Background: an optimization exercise with open tools, aiming at small area, a short achievable clock period and few clock cycles per item. Do not read the settings as production practice.
In this exercise RTL edits were held to simulation tests only and were not proved equivalent to the original.
No activity file was given, so power comes from the tool's default toggle rates.

==> v21 <==
// aspect_crop_nearest_scaler
module aspect_crop_nearest_scaler (
   input  logic                             clock,
   input  logic                             reset,
   input  logic                             req_valid,
   output logic                             req_ready,
   input  logic                             req_restart,
   output logic                             rsp_valid,
   input  logic                             rsp_ready,
   output logic [acns_pkg::DIM_W-1:0]       rsp_src_col,
   output logic [acns_pkg::DIM_W-1:0]       rsp_src_row,
   output logic [acns_pkg::DIM_W-1:0]       rsp_dst_col,
   output logic [acns_pkg::DIM_W-1:0]       rsp_dst_row,
   output logic [acns_pkg::IDX_W-1:0]       rsp_src_index,
   output logic [acns_pkg::IDX_W-1:0]       rsp_dst_index,
   output logic [acns_pkg::STAT_W-1:0]      rsp_status,
   output logic                             rsp_last,
   input  logic                             csr_wr_en,
   input  logic [acns_pkg::CSR_IDX_W-1:0]   csr_index,
   input  logic [acns_pkg::DIM_W-1:0]       csr_wdata
);
   localparam logic [29:0] POS_TOP = 30'h1000_0000;
   localparam logic [29:0] POS_BOT = 30'h2000_7FFF;    
   localparam logic [3:0] S_IDLE = 4'd0;
   localparam logic [3:0] S_M    = 4'd1;
   localparam logic [3:0] S_CMP  = 4'd2;
   localparam logic [3:0] S_INIT = 4'd3;
   localparam logic [3:0] S_DIV  = 4'd4;
   localparam logic [3:0] S_FIN  = 4'd5;
   localparam logic [3:0] S_M2   = 4'd6;
   localparam logic [3:0] S_F1   = 4'd7;
   localparam logic [3:0] S_F1A  = 4'd8;
   localparam logic [3:0] S_F1B  = 4'd9;
   localparam logic [3:0] S_FIN2 = 4'd10;
   logic [11:0] win_l, win_t, win_r, win_b, tw, th, sw, sh;
   logic        fixreq;
   logic        tok0_v, tok0_r, tok1_v, tok1_r;
   logic [3:0]  st;
   logic [4:0]  cnt;
   logic        wide;
   logic        ready, first;
   logic [29:0] pos_x, pos_y, origin_x;
   logic [30:0] qx, qy;           
   logic        qa_hi;            
   logic [23:0] rem_x, rem_y, dlong;    
   logic [12:0] rem_a;
  ...
Settings: LEC_CHECK=0, CAP_MARGIN=20, CORE_MARGIN=2, CORE_UTILIZATION=65, PLACE_DENSITY=0.75, SETUP_SLACK_MARGIN=5, SLEW_MARGIN=20; clock period 10.0 ns.
run.sh (not shown) runs the stock make flow with config.mk's settings and CLKGATE_MAP_FILE= SYNTH_SCRIPT=/design/flow/synth_recipe.tcl, a recipe that flattens the netlist after the stock synthesis.
==> inputs of v15, as changes to v21 <==
--- a/flow/design.v
+++ b/flow/design.v
@@ -46,18 +46,18 @@
    logic        fixreq;
    logic        tok0_v, tok0_r, tok1_v, tok1_r;
    logic [3:0]  st;
    logic [4:0]  cnt;
    logic        wide;
    logic        ready, first;
    logic [29:0] pos_x, pos_y, origin_x;
-   logic [30:0] qx, qy;           
-   logic        qa_hi;            
+   logic [31:0] qx, qy;           
+   logic [1:0]  qa_hi;            
    logic [23:0] rem_x, rem_y, dlong;    
-   logic [12:0] rem_a;
+   logic [11:0] rem_a;
    logic        o_valid, o_last, o_colend, o_nce;
    logic [11:0] o_src_col, o_src_row, o_col, o_row;
    logic [23:0] o_src_index, o_dst_index;
    logic [1:0]  o_status;
    always_ff @(posedge clock) begin
       if (reset) begin
          win_l <= '0;
@@ -166,15 +166,15 @@
    logic        bx, by, bl;
    logic [23:0] max, may, mal;
    logic [11:0] div_a;
    logic [23:0] div_x, div_y;
    logic [24:0] ax, bxo, ay, byo, al, blo;
    logic        cix, ciy, cil;
    logic [25:0] rx, ry, rl;
-   logic [13:0] ta, dx_a;
+   logic [12:0] ta, dx_a;
    logic        ga;
    logic       in_mul, nxt_m, nxt_f1;
    logic [3:0] nsel;
    assign in_mul = (st == S_M) || (st == S_M2) || (st == S_F1);
    assign nsel   = in_mul ? 4'd10 - cnt[3:0] : 4'd11;
    assign nxt_m  = (st == S_M) || ((st == S_IDLE) && !fixreq);
    assign nxt_f1 = (st == S_F1) || ((st == S_IDLE) && fixreq);
@@ -199,16 +199,16 @@
       end
    end
    assign div_a = wide ? tw : th;
    assign div_x = wide ? {12'd0, tw - 12'd1} : dlong;
    assign div_y = wide ? dlong : {12'd0, th - 12'd1};
    always_comb begin
       if (st == S_DIV) begin
-         ax = {rem_x, qx[30]};  bxo = ~{1'b0, div_x};  cix = 1'b1;
-         ay = {rem_y, qy[30]};  byo = ~{1'b0, div_y};  ciy = 1'b1;
+         ax = {rem_x, qx[31]};  bxo = ~{1'b0, div_x};  cix = 1'b1;
+         ay = {rem_y, qy[31]};  byo = ~{1'b0, div_y};  ciy = 1'b1;
       end else begin
          ax = {rem_x, 1'b0};    bxo = bx ? {1'b0, max} : 25'd0;  cix = 1'b0;
          ay = {rem_y, 1'b0};    byo = by ? {1'b0, may} : 25'd0;  ciy = 1'b0;
       end
       if (st == S_INIT) begin
          al = {1'b0, dlong};    blo = ~{13'd0, div_a};  cil = 1'b1;
       end else if (st == S_F1A) begin
@@ -216,25 +216,25 @@
       end else begin
          al = {dlong, 1'b0};    blo = bl ? {1'b0, mal} : 25'd0;  cil = 1'b0;
       end
    end
    assign rx = {1'b0, ax} + {1'b0, bxo} + {25'd0, cix};
    assign ry = {1'b0, ay} + {1'b0, byo} + {25'd0, ciy};
    assign rl = {1'b0, al} + {1'b0, blo} + {25'd0, cil};
-   assign ta   = {rem_a, qa_hi};
-   assign dx_a = ta - {1'b0, div_a, 1'b0};
-   assign ga   = !dx_a[13] || ta[13];
+   assign ta   = {rem_a, qa_hi[1]};
+   assign dx_a = ta - {1'b0, div_a};
+   assign ga   = !dx_a[12] || ta[12];
    logic [12:0] s_der, sum_lr, sum_tb;
-   logic [31:0] diff;
+   logic [33:0] diff;
    logic [29:0] org_der, org_dx, org_dy;
    assign sum_lr = {1'b0, win_l} + {1'b0, win_r};
    assign sum_tb = {1'b0, win_t} + {1'b0, win_b};
    assign s_der  = wide ? sum_tb : sum_lr;
-   assign diff   = {4'd0, origin_x[12:0], 15'h7FFF} - {2'b00, pos_x};
-   assign org_der = (qa_hi || ($signed(diff) < -32'sd536838145)) ? POS_BOT : diff[29:0];
+   assign diff   = {5'd0, origin_x[12:0], 16'hFFFE} - {2'b00, qa_hi, pos_x};
+   assign org_der = (qa_hi[1] || ($signed(diff) < -34'sd1073676290)) ? POS_BOT : diff[30:1];
    assign org_dx = ((!dwx[12] && dwx != '0) ? {2'b00, win_l, 16'd0} : {2'b00, sum_lr, 15'd0}) | 30'h7FFF;
    assign org_dy = ((!dwy[12] && dwy != '0) ? {2'b00, win_t, 16'd0} : {2'b00, sum_tb, 15'd0}) | 30'h7FFF;
    always_ff @(posedge clock) begin
       if (reset) begin
          st      <= S_IDLE;
          ready   <= 1'b0;
          o_valid <= 1'b0;
@@ -244,15 +244,15 @@
             S_IDLE: begin
                if (fixreq)        st <= S_F1;
                else if (setup_go) st <= S_M;
             end
             S_M:    if (cnt == 5'd11) st <= S_CMP;
             S_CMP:  st <= S_INIT;
             S_INIT: st <= S_DIV;
-            S_DIV:  if (cnt == 5'd30) st <= S_FIN;
+            S_DIV:  if (cnt == 5'd31) st <= S_FIN;
             S_FIN:  st <= S_FIN2;
             S_FIN2: st <= S_M2;
             S_M2:   if (cnt == 5'd11) st <= S_IDLE;
             S_F1:   if (cnt == 5'd11) st <= S_F1A;
             S_F1A:  st <= S_F1B;
             S_F1B:  st <= S_M2;
             default: st <= S_IDLE;
@@ -292,50 +292,50 @@
          S_CMP: begin
             wide <= rem_y > rem_x;
          end
          S_INIT: begin
             dlong <= rl[23:0];                  
             origin_x <= {17'd0, s_der};
             if (wide) begin
-               rem_a <= {4'd0, rem_y[23:15]};
-               {qa_hi, pos_x} <= {rem_y[14:0], 4'd0, tw};
+               rem_a <= {4'd0, rem_y[23:16]};
+               {qa_hi, pos_x} <= {rem_y[15:0], 16'd0};
                rem_x <= '0;
-               qx    <= {3'd0, win_w, 16'd0};
-               rem_y <= {15'd0, rem_y[23:15]};
-               qy    <= {rem_y[14:0], 16'd0};
+               qx    <= {4'd0, win_w, 16'd0};
+               rem_y <= {16'd0, rem_y[23:16]};
+               qy    <= {rem_y[15:0], 16'd0};
             end else begin
-               rem_a <= {4'd0, rem_x[23:15]};
-               {qa_hi, pos_x} <= {rem_x[14:0], 4'd0, th};
-               rem_x <= {15'd0, rem_x[23:15]};
-               qx    <= {rem_x[14:0], 16'd0};
+               rem_a <= {4'd0, rem_x[23:16]};
+               {qa_hi, pos_x} <= {rem_x[15:0], 16'd0};
+               rem_x <= {16'd0, rem_x[23:16]};
+               qx    <= {rem_x[15:0], 16'd0};
                rem_y <= '0;
-               qy    <= {3'd0, win_h, 16'd0};
+               qy    <= {4'd0, win_h, 16'd0};
             end
          end
          S_DIV: begin
             rem_x <= rx[25] ? rx[23:0] : ax[23:0];
-            qx    <= {qx[29:0], rx[25]};
+            qx    <= {qx[30:0], rx[25]};
             rem_y <= ry[25] ? ry[23:0] : ay[23:0];
-            qy    <= {qy[29:0], ry[25]};
-            rem_a <= ga ? dx_a[12:0] : ta[12:0];
-            {qa_hi, pos_x} <= {pos_x, ga};
+            qy    <= {qy[30:0], ry[25]};
+            rem_a <= ga ? dx_a[11:0] : ta[11:0];
+            {qa_hi, pos_x} <= {qa_hi[0], pos_x, ga};
          end
          S_FIN: begin
             pos_x    <= org_der;
          end
          S_FIN2: begin
             rem_x    <= '0;
             rem_y    <= '0;
             dlong    <= '0;
             first    <= 1'b1;
             origin_x <= wide ? org_dx : pos_x;
             pos_x    <= wide ? org_dx : pos_x;
             pos_y    <= wide ? pos_x : org_dy;
-            qx       <= (tw > 12'd1) ? (qx[30] ? 31'h3FFF_FFFF : {1'b0, qx[29:0]}) : '0;
-            qy       <= (th > 12'd1) ? (qy[30] ? 31'h3FFF_FFFF : {1'b0, qy[29:0]}) : '0;
+            qx       <= (tw > 12'd1) ? ((qx[31] | qx[30]) ? 32'h3FFF_FFFF : {2'b00, qx[29:0]}) : '0;
+            qy       <= (th > 12'd1) ? ((qy[31] | qy[30]) ? 32'h3FFF_FFFF : {2'b00, qy[29:0]}) : '0;
          end
          S_F1B: begin
             o_nce <= ({1'b0, o_col} + 13'd2) >= {1'b0, tw};
             rem_x <= '0;
             rem_y <= '0;
             dlong <= '0;
          end
==> flow/config.mk (replaced) <==
export PLATFORM = sky130hd
export DESIGN_NAME = aspect_crop_nearest_scaler
export DESIGN_NICKNAME = aspect_crop_nearest_scaler
export VERILOG_FILES = /design/flow/design.v
export SDC_FILE = /design/flow/constraint.sdc
export NUM_CORES = 4
export LEC_CHECK = 0
export CAP_MARGIN = 20
export CORE_MARGIN = 2
export CORE_UTILIZATION = 40
export SETUP_SLACK_MARGIN = 5
export SLEW_MARGIN = 20
==> qor summary <==
metric	v15	v21
Final hold slack	0.456 ns	0.458 ns
Vias in the first global route	37.1k	36.8k
Worst EP arrival	5.59 ns	5.56 ns
Internal power component	6.10 mW	5.25 mW
Post-synthesis mux area share	3.75%	4.20%
Number of placed instances, taps included	6,311	5,662
Combinational group power	5.69 mW	4.25 mW
Area used by multi-input combinational logic	28,200 sq um	27,500 sq um
Fraction of final layout cells sized beyond drive strength 1	11.5%	9.47%
Area overhead of the layout relative to synthesis	16.8%	12.7%
Global-route met1 utilization	40.8%	60.5%
Final Cell Area	48,800 sq um	46,500 sq um
Length of routed wiring on met1	70.9 mm	58.5 mm
Run status	finished clean	finished clean
Peak ir drop on the vdd network	0.171 mV	0.161 mV
Testbench counts of v21, summed over its fixed seeds: cycles 68,589, items 54,757.
Testbench counts of v15, summed over its fixed seeds: cycles 68,781, items 54,757.

[afterwards: timing with drivers on the ports]
In the flow no input, the clock included, has a driving cell. The finished layouts below were timed again as built, in two steps.
Step 1: set_driving_cell puts a clkbuf_16 on clock and a buf_2 on each other input, an assumption about the parent block.
Step 2 times the ports against the registers' clock, not the clock port: input delays grow and output delays shrink by t, the midpoint of the rising clock arrivals with the driver on.
a / b / c = ideal ports / drivers / drivers and shift; a / b = the first two.
run	shift t [ns]	setup WS [ns]	hold slack, ns	pins driven straight from the clock port
v21	0.696	4.795 / 4.795 / 4.795	0.458 / 0.458 / 0.458	1
v15	0.752	4.887 / 4.887 / 4.612	0.456 / 0.456 / 0.456	1
After both steps setup and hold are still met in every run listed. For v15, which loses most, drivers alone change the setup slack by 0.000 ns; drivers and shift together by -0.275 ns.
